What follows belongs to an exercise in optimizing a design on an open flow for small area and a short achievable clock period; a production flow would make more cautious choices. RTL that was checked went through simulation tests only; none was proved equivalent to the original. Power is estimated from default activity; no workload was simulated. No driver is modelled on the clock port, so clocking that relies on it looks cheaper here than on a real chip.

==> 06-23: inputs <==
Design adc_circ_buffer, start of the top module:
module adc_circ_buffer
#(
  parameter int DATA_W    = adc_pkg::ADC_DATA_W,
  parameter int ADDR_W    = adc_pkg::ADC_ADDR_W,
  parameter int POST_TRIG = 192
) (
  input  logic              FASTCLK,
  input  logic              RESET_n,
  input  logic [DATA_W-1:0] IN_DATA,
  input  logic              IN_WE,
  input  logic              ARM,
  input  logic              TRIG,
  input  logic              RD_READY,
  output logic [DATA_W-1:0] RD_DATA,
  output logic              RD_VALID,
  output logic              RD_LAST,
  output logic [ADDR_W-1:0] TRIG_ADDR,
  output logic              BUSY,
  output logic              TRIG_LOST
);
Settings: LEC_CHECK=0, CAP_MARGIN=20, CORE_MARGIN=2, CORE_UTILIZATION=85, CTS_CLUSTER_DIAMETER=100, CTS_CLUSTER_SIZE=30, SETUP_SLACK_MARGIN=3.8, SLEW_MARGIN=20; clock period 6.0 ns.
run.sh (not shown) runs the stock make flow with config.mk's settings and CLKGATE_MAP_FILE= SYNTH_SCRIPT=/design/flow/synth_recipe.tcl, a recipe that flattens the netlist after the stock synthesis.
==> inputs of 05-12, as changes to 06-23 <==
--- a/flow/design.v
+++ b/flow/design.v
@@ -22,19 +22,19 @@
   input  logic              shift_i,
   input  logic              hold_i,
   input  logic [DATA_W-1:0] wdata_i,
   output logic [DATA_W-1:0] tail_o,
   output logic [DATA_W-1:0] tail1_o
 );
   logic [DATA_W-1:0] sr_q [DEPTH];
   always_ff @(posedge clk_i) begin
-    sr_q[0] <= ~(({DATA_W{shift_i}} | sr_q[0]) & ({DATA_W{hold_i}} | wdata_i));
+    sr_q[0] <= (wdata_i & {DATA_W{shift_i}}) | (sr_q[0] & {DATA_W{hold_i}});
     for (int i = 1; i < DEPTH; i++) begin
-      sr_q[i] <= ~(({DATA_W{shift_i}} | sr_q[i]) & ({DATA_W{hold_i}} | sr_q[i-1]));
+      sr_q[i] <= (sr_q[i-1] & {DATA_W{shift_i}}) | (sr_q[i] & {DATA_W{hold_i}});
     end
   end
   assign tail_o  = sr_q[DEPTH-1];
   assign tail1_o = sr_q[DEPTH-2];
 endmodule
 module adc_circ_buffer
 #(
   parameter int DATA_W    = adc_pkg::ADC_DATA_W,
@@ -70,18 +70,16 @@
   logic              rd_last_q, rd_last_d;
   logic              rv_q, rv_d;
   logic              last_q, last_d;
   logic              idle;
   logic [DATA_W-1:0] rd_data_q, rd_data_d;
   logic [DATA_W-1:0] wd_q;
   logic              shift_q, hold_q;
   logic              pend_q;
-  logic              pol_q;
-  logic [DATA_W-1:0] sr_next;
   logic              wr_en;
   logic              xfer;
   logic [DATA_W-1:0] sr_tail, sr_tail1;
   assign wr_en = IN_WE && (s_fill_q || s_armed_q || s_post_q);
   assign xfer  = rv_q && RD_READY;
   assign idle  = !(s_fill_q || s_armed_q || s_post_q || s_read_q);
   circ_ram #(
     .DATA_W(DATA_W),
@@ -90,18 +88,17 @@
     .clk_i  (FASTCLK),
     .shift_i(shift_q),
     .hold_i (hold_q),
     .wdata_i(wd_q),
     .tail_o (sr_tail),
     .tail1_o(sr_tail1)
   );
   always_ff @(posedge FASTCLK) begin
-    pol_q   <= RESET_n && !pol_q;
-    wd_q    <= IN_DATA ^ {DATA_W{!pol_q}};
+    wd_q    <= IN_DATA;
     shift_q <= wr_en || xfer;
     hold_q  <= !(wr_en || xfer);
     pend_q  <= xfer;
   end
   always_comb begin
     s_fill_d    = s_fill_q;
     s_armed_d   = s_armed_q;
     s_post_d    = s_post_q;
@@ -148,23 +145,22 @@
     if (s_read_q) begin
       if (xfer) begin
         cnt_d = cnt_q + 1'b1;
         if (last_q) s_read_d = 1'b0;
       end
     end
   end
   assign busy_d     = s_fill_d || s_armed_d || s_post_d || s_read_d;
-  assign sr_next    = (pend_q ? sr_tail1 : sr_tail) ^ {DATA_W{pol_q}};
   assign rd_valid_d = s_read_q && !(xfer && last_q);
   assign rd_last_d  = s_read_q && (xfer ? (cnt_q == RD_END) : rd_last_q);
   assign rv_d       = s_read_q && s_read_d;
   assign last_d     = s_read_q && ((RD_READY && rv_q) ? (cnt_q == RD_END) : last_q);
   assign rd_data_d  = (s_read_q && (!rv_q || RD_READY)) ?
-                      (last_q ? '0 : sr_next) : rd_data_q;
+                      (last_q ? '0 : (pend_q ? sr_tail1 : sr_tail)) : rd_data_q;
   always_ff @(posedge FASTCLK) begin
     if (!RESET_n) begin
       s_fill_q    <= 1'b0;
       s_armed_q   <= 1'b0;
       s_post_q    <= 1'b0;
       s_read_q    <= 1'b0;
       busy_q      <= 1'b0;
       wr_ptr_q    <= '0;
- CORE_UTILIZATION: 85 -> 90
==> run notes <==
- 05-12 never finished: it broke off in clock tree synthesis (4_1_cts), error DPL-0033. 06-23 passed the timing, DRC and antenna checks.
- Of 05-12 and 06-23, 05-12 has the higher area after synthesis (gap 9.2%, measured against 06-23).
- Against 06-23, the synthesized cell count of 05-12 is lower by about 0.24%.

==> v20: inputs <==
==> flow/design.v <==
package adc_pkg;
  localparam int ADC_DATA_W = 12;
  localparam int ADC_ADDR_W = 8;
  typedef enum logic [2:0] {
    IDLE,
    FILL,
    ARMED,
    POST,
    READOUT
  } state_t;
  function automatic logic [ADC_ADDR_W-1:0] ptr_add(input logic [ADC_ADDR_W-1:0] ptr,
                                                    input logic [ADC_ADDR_W-1:0] n);
    ptr_add = ptr + n;
  endfunction
endpackage
module circ_ram
#(
  parameter int DATA_W = adc_pkg::ADC_DATA_W,
  parameter int DEPTH  = 255
) (
  input  logic              clk_i,
  input  logic              shift_i,
  input  logic [DATA_W-1:0] wdata_i,
  output logic [DATA_W-1:0] rdata_o
);
  logic [DATA_W-1:0] sr_q [DEPTH];
  always_ff @(posedge clk_i) begin
    if (shift_i) begin
      sr_q[0] <= wdata_i;
      for (int i = 1; i < DEPTH; i++) begin
        sr_q[i] <= sr_q[i-1];
      end
    end
  end
  assign rdata_o = sr_q[DEPTH-1];
endmodule
module adc_circ_buffer
#(
  parameter int DATA_W    = adc_pkg::ADC_DATA_W,
  parameter int ADDR_W    = adc_pkg::ADC_ADDR_W,
  parameter int POST_TRIG = 192
) (
  input  logic              FASTCLK,
  input  logic              RESET_n,
  input  logic [DATA_W-1:0] IN_DATA,
  input  logic              IN_WE,
  input  logic              ARM,
  input  logic              TRIG,
  input  logic              RD_READY,
  output logic [DATA_W-1:0] RD_DATA,
  output logic              RD_VALID,
  output logic              RD_LAST,
  output logic [ADDR_W-1:0] TRIG_ADDR,
  output logic              BUSY,
  output logic              TRIG_LOST
);
  localparam int DEPTH = 1 << ADDR_W;
  localparam int PRE   = DEPTH - POST_TRIG;
  localparam logic [ADDR_W-1:0] PRE_END  = ADDR_W'(PRE - 1);
  localparam logic [ADDR_W-1:0] POST_END = ADDR_W'(POST_TRIG - 1);
  localparam logic [ADDR_W-1:0] RD_END   = ADDR_W'(DEPTH - 2);
  logic s_fill_q, s_armed_q, s_post_q, s_read_q, busy_q;
  logic s_fill_d, s_armed_d, s_post_d, s_read_d, busy_d;
  logic [ADDR_W-1:0] wr_ptr_q, wr_ptr_d;
  logic [ADDR_W-1:0] trig_addr_q, trig_addr_d;
  logic [ADDR_W-1:0] cnt_q, cnt_d;
  logic              trig_lost_q, trig_lost_d;
  logic              rd_valid_q, rd_valid_d;
  logic              rd_last_q, rd_last_d;
  logic              rv_q, rv_d;
  logic              last_q, last_d;
  logic              idle;
  logic [DATA_W-1:0] rd_data_q, rd_data_d;
  logic [DATA_W-1:0] wd_q;
  logic              wv_q;
  logic              wr_en;
  logic              xfer;
  logic              shift;
  logic [DATA_W-1:0] sr_out;
  assign wr_en = IN_WE && (s_fill_q || s_armed_q || s_post_q);
  assign xfer  = rv_q && RD_READY;
  assign idle  = !(s_fill_q || s_armed_q || s_post_q || s_read_q);
  assign shift = wv_q || xfer;
  circ_ram #(
    .DATA_W(DATA_W),
    .DEPTH (DEPTH - 1)
  ) u_ram (
    .clk_i  (FASTCLK),
    .shift_i(shift),
    .wdata_i(wd_q),
    .rdata_o(sr_out)
  );
  always_ff @(posedge FASTCLK) begin
    wd_q <= IN_DATA;
    wv_q <= wr_en;
  end
  always_comb begin
    s_fill_d    = s_fill_q;
    s_armed_d   = s_armed_q;
    s_post_d    = s_post_q;
    s_read_d    = s_read_q;
    wr_ptr_d    = wr_en ? wr_ptr_q + 1'b1 : wr_ptr_q;
    trig_addr_d = trig_addr_q;
    cnt_d       = cnt_q;
    trig_lost_d = trig_lost_q;
    if (idle) begin
      if (ARM) begin
        s_fill_d    = 1'b1;
        cnt_d       = '0;
        trig_lost_d = 1'b0;
      end
    end
    if (s_fill_q) begin
      if (TRIG) trig_lost_d = 1'b1;
      if (IN_WE) begin
        cnt_d = cnt_q + 1'b1;
        if (cnt_q == PRE_END) begin
          s_fill_d  = 1'b0;
          s_armed_d = 1'b1;
        end
      end
    end
    if (s_armed_q) begin
      if (TRIG) begin
        s_armed_d   = 1'b0;
        s_post_d    = 1'b1;
        trig_addr_d = wr_ptr_q;
        cnt_d       = {{(ADDR_W-1){1'b0}}, IN_WE};
      end
    end
    if (s_post_q) begin
      if (IN_WE) begin
        cnt_d = cnt_q + 1'b1;
        if (cnt_q == POST_END) begin
          s_post_d = 1'b0;
          s_read_d = 1'b1;
          cnt_d    = '0;
        end
      end
    end
    if (s_read_q) begin
      if (xfer) begin
        cnt_d = cnt_q + 1'b1;
        if (last_q) s_read_d = 1'b0;
      end
    end
  end
  assign busy_d     = s_fill_d || s_armed_d || s_post_d || s_read_d;
  assign rd_valid_d = s_read_q && !(xfer && last_q);
  assign rd_last_d  = s_read_q && (xfer ? (cnt_q == RD_END) : rd_last_q);
  assign rv_d       = s_read_q && s_read_d;
  assign last_d     = s_read_d && (cnt_d == '1);
  assign rd_data_d  = (s_read_q && (!rv_q || RD_READY)) ?
                      (last_q ? '0 : sr_out) : rd_data_q;
  always_ff @(posedge FASTCLK) begin
    if (!RESET_n) begin
      s_fill_q    <= 1'b0;
      s_armed_q   <= 1'b0;
      s_post_q    <= 1'b0;
      s_read_q    <= 1'b0;
      busy_q      <= 1'b0;
      wr_ptr_q    <= '0;
      trig_addr_q <= '0;
      cnt_q       <= '0;
      trig_lost_q <= 1'b0;
      rd_valid_q  <= 1'b0;
      rd_last_q   <= 1'b0;
      rv_q        <= 1'b0;
      last_q      <= 1'b0;
      rd_data_q   <= '0;
    end else begin
      s_fill_q    <= s_fill_d;
      s_armed_q   <= s_armed_d;
      s_post_q    <= s_post_d;
      s_read_q    <= s_read_d;
      busy_q      <= busy_d;
      wr_ptr_q    <= wr_ptr_d;
      trig_addr_q <= trig_addr_d;
      cnt_q       <= cnt_d;
      trig_lost_q <= trig_lost_d;
      rd_valid_q  <= rd_valid_d;
      rd_last_q   <= rd_last_d;
      rv_q        <= rv_d;
      last_q      <= last_d;
      rd_data_q   <= rd_data_d;
    end
  end
  assign RD_VALID  = rd_valid_q;
  assign RD_DATA   = rd_data_q;
  assign RD_LAST   = rd_last_q;
  assign TRIG_ADDR = trig_addr_q;
  assign BUSY      = busy_q;
  assign TRIG_LOST = trig_lost_q;
endmodule
==> flow/run.sh <==
#!/bin/bash
# synth_recipe.tcl (not shown) runs the flow's synth.tcl, then flattens the netlist and writes it again
# the make line also repeats each setting of config.mk as NAME=value (left out here)
make -C /OpenROAD-flow-scripts/flow DESIGN_CONFIG=/design/flow/config.mk WORK_HOME=/design/flow/orfs CLKGATE_MAP_FILE= SYNTH_SCRIPT=/design/flow/synth_recipe.tcl finish
==> flow/config.mk <==
export PLATFORM = sky130hd
export DESIGN_NAME = adc_circ_buffer
export DESIGN_NICKNAME = adc_circ_buffer
export VERILOG_FILES = /design/flow/design.v
export SDC_FILE = /design/flow/constraint.sdc
export NUM_CORES = 4
export LEC_CHECK = 0
export CAP_MARGIN = 20
export CORE_MARGIN = 2
export CORE_UTILIZATION = 65
export CTS_BUF_LIST = sky130_fd_sc_hd__clkbuf_4 sky130_fd_sc_hd__clkbuf_8
export SETUP_SLACK_MARGIN = 3.5
export SLEW_MARGIN = 20
==> flow/constraint.sdc <==
create_clock -name core_clock -period 6.0 [get_ports {FASTCLK}]
set_input_delay 1.2000 -clock core_clock [delete_from_list [all_inputs] [get_ports {FASTCLK}]]
set_output_delay 1.2000 -clock core_clock [all_outputs]
set_load 0.01 [all_outputs]
==> v7 (differences from v20) <==
==> flow/design.v, changed modules only <==
module circ_ram
#(
  parameter int DATA_W = adc_pkg::ADC_DATA_W,
  parameter int DEPTH  = 255
) (
  input  logic              clk_i,
  input  logic              shift_i,
  input  logic              hold_i,
  input  logic [DATA_W-1:0] wdata_i,
  output logic [DATA_W-1:0] tail_o,
  output logic [DATA_W-1:0] tail1_o
);
  logic [DATA_W-1:0] sr_q [DEPTH];
  always_ff @(posedge clk_i) begin
    sr_q[0] <= ~(({DATA_W{shift_i}} | sr_q[0]) & ({DATA_W{hold_i}} | wdata_i));
    for (int i = 1; i < DEPTH; i++) begin
      sr_q[i] <= ~(({DATA_W{shift_i}} | sr_q[i]) & ({DATA_W{hold_i}} | sr_q[i-1]));
    end
  end
  assign tail_o  = sr_q[DEPTH-1];
  assign tail1_o = sr_q[DEPTH-2];
endmodule
module adc_circ_buffer
#(
  parameter int DATA_W    = adc_pkg::ADC_DATA_W,
  parameter int ADDR_W    = adc_pkg::ADC_ADDR_W,
  parameter int POST_TRIG = 192
) (
  input  logic              FASTCLK,
  input  logic              RESET_n,
  input  logic [DATA_W-1:0] IN_DATA,
  input  logic              IN_WE,
  input  logic              ARM,
  input  logic              TRIG,
  input  logic              RD_READY,
  output logic [DATA_W-1:0] RD_DATA,
  output logic              RD_VALID,
  output logic              RD_LAST,
  output logic [ADDR_W-1:0] TRIG_ADDR,
  output logic              BUSY,
  output logic              TRIG_LOST
);
  localparam int DEPTH = 1 << ADDR_W;
  localparam int PRE   = DEPTH - POST_TRIG;
  localparam logic [ADDR_W-1:0] PRE_END  = ADDR_W'(PRE - 1);
  localparam logic [ADDR_W-1:0] POST_END = ADDR_W'(POST_TRIG - 1);
  localparam logic [ADDR_W-1:0] RD_END   = ADDR_W'(DEPTH - 2);
  logic s_fill_q, s_armed_q, s_post_q, s_read_q, busy_q;
  logic s_fill_d, s_armed_d, s_post_d, s_read_d, busy_d;
  logic [ADDR_W-1:0] wr_ptr_q, wr_ptr_d;
  logic [ADDR_W-1:0] trig_addr_q, trig_addr_d;
  logic [ADDR_W-1:0] cnt_q, cnt_d;
  logic              trig_lost_q, trig_lost_d;
  logic              rd_valid_q, rd_valid_d;
  logic              rd_last_q, rd_last_d;
  logic              rv_q, rv_d;
  logic              last_q, last_d;
  logic              idle;
  logic [DATA_W-1:0] rd_data_q, rd_data_d;
  logic [DATA_W-1:0] wd_q;
  logic              shift_q, hold_q;
  logic              pend_q;
  logic              pol_q;
  logic [DATA_W-1:0] sr_next;
  logic              wr_en;
  logic              xfer;
  logic [DATA_W-1:0] sr_tail, sr_tail1;
  assign wr_en = IN_WE && (s_fill_q || s_armed_q || s_post_q);
  assign xfer  = rv_q && RD_READY;
  assign idle  = !(s_fill_q || s_armed_q || s_post_q || s_read_q);
  circ_ram #(
    .DATA_W(DATA_W),
    .DEPTH (DEPTH - 1)
  ) u_ram (
    .clk_i  (FASTCLK),
    .shift_i(shift_q),
    .hold_i (hold_q),
    .wdata_i(wd_q),
    .tail_o (sr_tail),
    .tail1_o(sr_tail1)
  );
  always_ff @(posedge FASTCLK) begin
    pol_q   <= RESET_n && !pol_q;
    wd_q    <= IN_DATA ^ {DATA_W{!pol_q}};
    shift_q <= wr_en || xfer;
    hold_q  <= !(wr_en || xfer);
    pend_q  <= xfer;
  end
  always_comb begin
    s_fill_d    = s_fill_q;
    s_armed_d   = s_armed_q;
    s_post_d    = s_post_q;
    s_read_d    = s_read_q;
    wr_ptr_d    = wr_en ? wr_ptr_q + 1'b1 : wr_ptr_q;
    trig_addr_d = trig_addr_q;
    cnt_d       = cnt_q;
    trig_lost_d = trig_lost_q;
    if (idle) begin
      if (ARM) begin
        s_fill_d    = 1'b1;
        cnt_d       = '0;
        trig_lost_d = 1'b0;
      end
    end
    if (s_fill_q) begin
      if (TRIG) trig_lost_d = 1'b1;
      if (IN_WE) begin
        cnt_d = cnt_q + 1'b1;
        if (cnt_q == PRE_END) begin
          s_fill_d  = 1'b0;
          s_armed_d = 1'b1;
        end
      end
    end
    if (s_armed_q) begin
      if (TRIG) begin
        s_armed_d   = 1'b0;
        s_post_d    = 1'b1;
        trig_addr_d = wr_ptr_q;
        cnt_d       = {{(ADDR_W-1){1'b0}}, IN_WE};
      end
    end
    if (s_post_q) begin
      if (IN_WE) begin
        cnt_d = cnt_q + 1'b1;
        if (cnt_q == POST_END) begin
          s_post_d = 1'b0;
          s_read_d = 1'b1;
          cnt_d    = '0;
        end
      end
    end
    if (s_read_q) begin
      if (xfer) begin
        cnt_d = cnt_q + 1'b1;
        if (last_q) s_read_d = 1'b0;
      end
    end
  end
  assign busy_d     = s_fill_d || s_armed_d || s_post_d || s_read_d;
  assign sr_next    = (pend_q ? sr_tail1 : sr_tail) ^ {DATA_W{pol_q}};
  assign rd_valid_d = s_read_q && !(xfer && last_q);
  assign rd_last_d  = s_read_q && (xfer ? (cnt_q == RD_END) : rd_last_q);
  assign rv_d       = s_read_q && s_read_d;
  assign last_d     = s_read_q && ((RD_READY && rv_q) ? (cnt_q == RD_END) : last_q);
  assign rd_data_d  = (s_read_q && (!rv_q || RD_READY)) ?
                      (last_q ? '0 : sr_next) : rd_data_q;
  always_ff @(posedge FASTCLK) begin
    if (!RESET_n) begin
      s_fill_q    <= 1'b0;
      s_armed_q   <= 1'b0;
      s_post_q    <= 1'b0;
      s_read_q    <= 1'b0;
      busy_q      <= 1'b0;
      wr_ptr_q    <= '0;
      trig_addr_q <= '0;
      cnt_q       <= '0;
      trig_lost_q <= 1'b0;
      rd_valid_q  <= 1'b0;
      rd_last_q   <= 1'b0;
      rv_q        <= 1'b0;
      last_q      <= 1'b0;
      rd_data_q   <= '0;
    end else begin
      s_fill_q    <= s_fill_d;
      s_armed_q   <= s_armed_d;
      s_post_q    <= s_post_d;
      s_read_q    <= s_read_d;
      busy_q      <= busy_d;
      wr_ptr_q    <= wr_ptr_d;
      trig_addr_q <= trig_addr_d;
      cnt_q       <= cnt_d;
      trig_lost_q <= trig_lost_d;
      rd_valid_q  <= rd_valid_d;
      rd_last_q   <= rd_last_d;
      rv_q        <= rv_d;
      last_q      <= last_d;
      rd_data_q   <= rd_data_d;
    end
  end
  assign RD_VALID  = rd_valid_q;
  assign RD_DATA   = rd_data_q;
  assign RD_LAST   = rd_last_q;
  assign TRIG_ADDR = trig_addr_q;
  assign BUSY      = busy_q;
  assign TRIG_LOST = trig_lost_q;
endmodule
- CAP_MARGIN: 20 -> 10
- CORE_UTILIZATION: 65 -> 85
- CTS_BUF_LIST: sky130_fd_sc_hd__clkbuf_4 sky130_fd_sc_hd__clkbuf_8 -> not set
- CTS_CLUSTER_DIAMETER: not set -> 100
- CTS_CLUSTER_SIZE: not set -> 30
- SETUP_SLACK_MARGIN: 3.5 -> 3.6
- SLEW_MARGIN: 20 -> 10
==> v29 (differences from v20) <==
==> flow/design.v, changed modules only <==
module circ_ram
#(
  parameter int DATA_W = adc_pkg::ADC_DATA_W,
  parameter int DEPTH  = 255
) (
  input  logic              clk_i,
  input  logic              shift_i,
  input  logic              hold_i,
  input  logic [DATA_W-1:0] wdata_i,
  output logic [DATA_W-1:0] tail_o,
  output logic [DATA_W-1:0] tail1_o
);
  logic [DATA_W-1:0] sr_q [DEPTH];
  always_ff @(posedge clk_i) begin
    sr_q[0] <= (wdata_i & {DATA_W{shift_i}}) | (sr_q[0] & {DATA_W{hold_i}});
    for (int i = 1; i < DEPTH; i++) begin
      sr_q[i] <= (sr_q[i-1] & {DATA_W{shift_i}}) | (sr_q[i] & {DATA_W{hold_i}});
    end
  end
  assign tail_o  = sr_q[DEPTH-1];
  assign tail1_o = sr_q[DEPTH-2];
endmodule
module adc_circ_buffer
#(
  parameter int DATA_W    = adc_pkg::ADC_DATA_W,
  parameter int ADDR_W    = adc_pkg::ADC_ADDR_W,
  parameter int POST_TRIG = 192
) (
  input  logic              FASTCLK,
  input  logic              RESET_n,
  input  logic [DATA_W-1:0] IN_DATA,
  input  logic              IN_WE,
  input  logic              ARM,
  input  logic              TRIG,
  input  logic              RD_READY,
  output logic [DATA_W-1:0] RD_DATA,
  output logic              RD_VALID,
  output logic              RD_LAST,
  output logic [ADDR_W-1:0] TRIG_ADDR,
  output logic              BUSY,
  output logic              TRIG_LOST
);
  localparam int DEPTH = 1 << ADDR_W;
  localparam int PRE   = DEPTH - POST_TRIG;
  localparam logic [ADDR_W-1:0] PRE_END  = ADDR_W'(PRE - 1);
  localparam logic [ADDR_W-1:0] POST_END = ADDR_W'(POST_TRIG - 1);
  localparam logic [ADDR_W-1:0] RD_END   = ADDR_W'(DEPTH - 2);
  logic s_fill_q, s_armed_q, s_post_q, s_read_q, busy_q;
  logic s_fill_d, s_armed_d, s_post_d, s_read_d, busy_d;
  logic [ADDR_W-1:0] wr_ptr_q, wr_ptr_d;
  logic [ADDR_W-1:0] trig_addr_q, trig_addr_d;
  logic [ADDR_W-1:0] cnt_q, cnt_d;
  logic              trig_lost_q, trig_lost_d;
  logic              rd_valid_q, rd_valid_d;
  logic              rd_last_q, rd_last_d;
  logic              rv_q, rv_d;
  logic              last_q, last_d;
  logic              idle;
  logic [DATA_W-1:0] rd_data_q, rd_data_d;
  logic [DATA_W-1:0] wd_q;
  logic              shift_q, hold_q;
  logic              pend_q;
  logic              wr_en;
  logic              xfer;
  logic [DATA_W-1:0] sr_tail, sr_tail1;
  assign wr_en = IN_WE && (s_fill_q || s_armed_q || s_post_q);
  assign xfer  = rv_q && RD_READY;
  assign idle  = !(s_fill_q || s_armed_q || s_post_q || s_read_q);
  circ_ram #(
    .DATA_W(DATA_W),
    .DEPTH (DEPTH - 1)
  ) u_ram (
    .clk_i  (FASTCLK),
    .shift_i(shift_q),
    .hold_i (hold_q),
    .wdata_i(wd_q),
    .tail_o (sr_tail),
    .tail1_o(sr_tail1)
  );
  always_ff @(posedge FASTCLK) begin
    wd_q    <= IN_DATA;
    shift_q <= wr_en || xfer;
    hold_q  <= !(wr_en || xfer);
    pend_q  <= xfer;
  end
  always_comb begin
    s_fill_d    = s_fill_q;
    s_armed_d   = s_armed_q;
    s_post_d    = s_post_q;
    s_read_d    = s_read_q;
    wr_ptr_d    = wr_en ? wr_ptr_q + 1'b1 : wr_ptr_q;
    trig_addr_d = trig_addr_q;
    cnt_d       = cnt_q;
    trig_lost_d = trig_lost_q;
    if (idle) begin
      if (ARM) begin
        s_fill_d    = 1'b1;
        cnt_d       = '0;
        trig_lost_d = 1'b0;
      end
    end
    if (s_fill_q) begin
      if (TRIG) trig_lost_d = 1'b1;
      if (IN_WE) begin
        cnt_d = cnt_q + 1'b1;
        if (cnt_q == PRE_END) begin
          s_fill_d  = 1'b0;
          s_armed_d = 1'b1;
        end
      end
    end
    if (s_armed_q) begin
      if (TRIG) begin
        s_armed_d   = 1'b0;
        s_post_d    = 1'b1;
        trig_addr_d = wr_ptr_q;
        cnt_d       = {{(ADDR_W-1){1'b0}}, IN_WE};
      end
    end
    if (s_post_q) begin
      if (IN_WE) begin
        cnt_d = cnt_q + 1'b1;
        if (cnt_q == POST_END) begin
          s_post_d = 1'b0;
          s_read_d = 1'b1;
          cnt_d    = '0;
        end
      end
    end
    if (s_read_q) begin
      if (xfer) begin
        cnt_d = cnt_q + 1'b1;
        if (last_q) s_read_d = 1'b0;
      end
    end
  end
  assign busy_d     = s_fill_d || s_armed_d || s_post_d || s_read_d;
  assign rd_valid_d = s_read_q && !(xfer && last_q);
  assign rd_last_d  = s_read_q && (xfer ? (cnt_q == RD_END) : rd_last_q);
  assign rv_d       = s_read_q && s_read_d;
  assign last_d     = s_read_q && ((RD_READY && rv_q) ? (cnt_q == RD_END) : last_q);
  assign rd_data_d  = (s_read_q && (!rv_q || RD_READY)) ?
                      (last_q ? '0 : (pend_q ? sr_tail1 : sr_tail)) : rd_data_q;
  always_ff @(posedge FASTCLK) begin
    if (!RESET_n) begin
      s_fill_q    <= 1'b0;
      s_armed_q   <= 1'b0;
      s_post_q    <= 1'b0;
      s_read_q    <= 1'b0;
      busy_q      <= 1'b0;
      wr_ptr_q    <= '0;
      trig_addr_q <= '0;
      cnt_q       <= '0;
      trig_lost_q <= 1'b0;
      rd_valid_q  <= 1'b0;
      rd_last_q   <= 1'b0;
      rv_q        <= 1'b0;
      last_q      <= 1'b0;
      rd_data_q   <= '0;
    end else begin
      s_fill_q    <= s_fill_d;
      s_armed_q   <= s_armed_d;
      s_post_q    <= s_post_d;
      s_read_q    <= s_read_d;
      busy_q      <= busy_d;
      wr_ptr_q    <= wr_ptr_d;
      trig_addr_q <= trig_addr_d;
      cnt_q       <= cnt_d;
      trig_lost_q <= trig_lost_d;
      rd_valid_q  <= rd_valid_d;
      rd_last_q   <= rd_last_d;
      rv_q        <= rv_d;
      last_q      <= last_d;
      rd_data_q   <= rd_data_d;
    end
  end
  assign RD_VALID  = rd_valid_q;
  assign RD_DATA   = rd_data_q;
  assign RD_LAST   = rd_last_q;
  assign TRIG_ADDR = trig_addr_q;
  assign BUSY      = busy_q;
  assign TRIG_LOST = trig_lost_q;
endmodule
- CTS_BUF_LIST: sky130_fd_sc_hd__clkbuf_4 sky130_fd_sc_hd__clkbuf_8 -> not set
- CTS_CLUSTER_DIAMETER: not set -> 60
- CTS_CLUSTER_SIZE: not set -> 20
- SETUP_SLACK_MARGIN: 3.5 -> 3.8
==> impl_metrics.csv <==
group,metric,value,unit
run_status,status,"finished clean",
critical_path,reg2reg_depth,7,
placement,dp.cells,5311,
finish,bufAreaShareNonClock,1.23,%
finish,multi_input_area,1160,um^2
finish,most-common-layout-cells,"edfxtp_1, clkbuf_8, clkbuf_4",
power,p_per_area,380,nW/um^2
finish,fillers,7582,
cts,clkTransAtPathRegs,0.06,ns
critical_path,timing.rr.end,"last_q$_SDFF_PN0_",
placement,hpwl,44.6,mm
the above is filed under v20

==> impl_metrics.csv <==
group,metric,value,unit
placement,dp.cells,8386,
finish,bufAreaShareNonClock,1.57,%
finish,multi_input_area,28100,um^2
critical_path,timing.rr.end,"u_ram.sr_q[35][2]$_DFF_P_",
run_status,status,"finished clean",
finish,fillers,10100,
the above is filed under v29

==> impl_metrics.csv <==
group,metric,value,unit
cts,clkTransAtPathRegs,0.10,ns
critical_path,reg2reg_depth,3,
route,dr_total_vias,53700,
finish,fillers,4463,
finish,bufAreaShareNonClock,1.58,%
placement,dp.cells,7801,
run_status,status,"finished clean",
critical_path,timing.rr.end,"u_ram.sr_q[40][2]$_DFF_P_",
floorplan,well_tap_count,1298,
synthesis,synth_commonest_cells,"dfxtp_1, o22ai_1, clkbuf_1",
finish,most-common-layout-cells,"dfxtp_1, o22ai_1, clkbuf_16",
power,p_per_area,530,nW/um^2
the above is filed under v7

Only the layout flow was run in v20; the RTL was not checked for function there.

==> afterwards: timing with drivers on the ports <==
In the flow no input, the clock included, has a driving cell. The finished layouts below were timed again as built, in two steps.
Step 1: set_driving_cell puts a clkbuf_16 on FASTCLK and a buf_2 on each other input, an assumption about the parent block.
Step 2 adds t to the input delays and takes it off the output delays; t is the mean of the earliest and latest rising clock arrival at the registers after step 1. Input paths then give back, and output paths get back, about the clock's delay inside the block.
Three values: no drivers, after step 1, after step 2; two values: the first two.
run | shift t [ns] | setup slack, ns | hold slack, ns | worst register clock-pin slew, ns | pins driven straight from the clock port
06-23 | 0.792 | 3.559 / 3.487 / 3.062 | 0.423 / 0.423 / 0.423 | 0.12 / 0.12 | 1
v20 | 1.034 | 3.399 / 3.328 / 2.491 | 0.395 / 0.395 / 0.395 | 0.07 / 0.07 | 1
v7 | 0.795 | 3.562 / 3.486 / 2.989 | 0.424 / 0.424 / 0.424 | 0.11 / 0.11 | 1
v29 | 0.856 | 3.508 / 3.432 / 3.043 | 0.445 / 0.445 / 0.445 | 0.08 / 0.08 | 1
After both steps every run listed still meets setup and hold. For v20, which loses most, drivers alone change the setup slack by -0.071 ns; drivers and shift together by -0.908 ns.
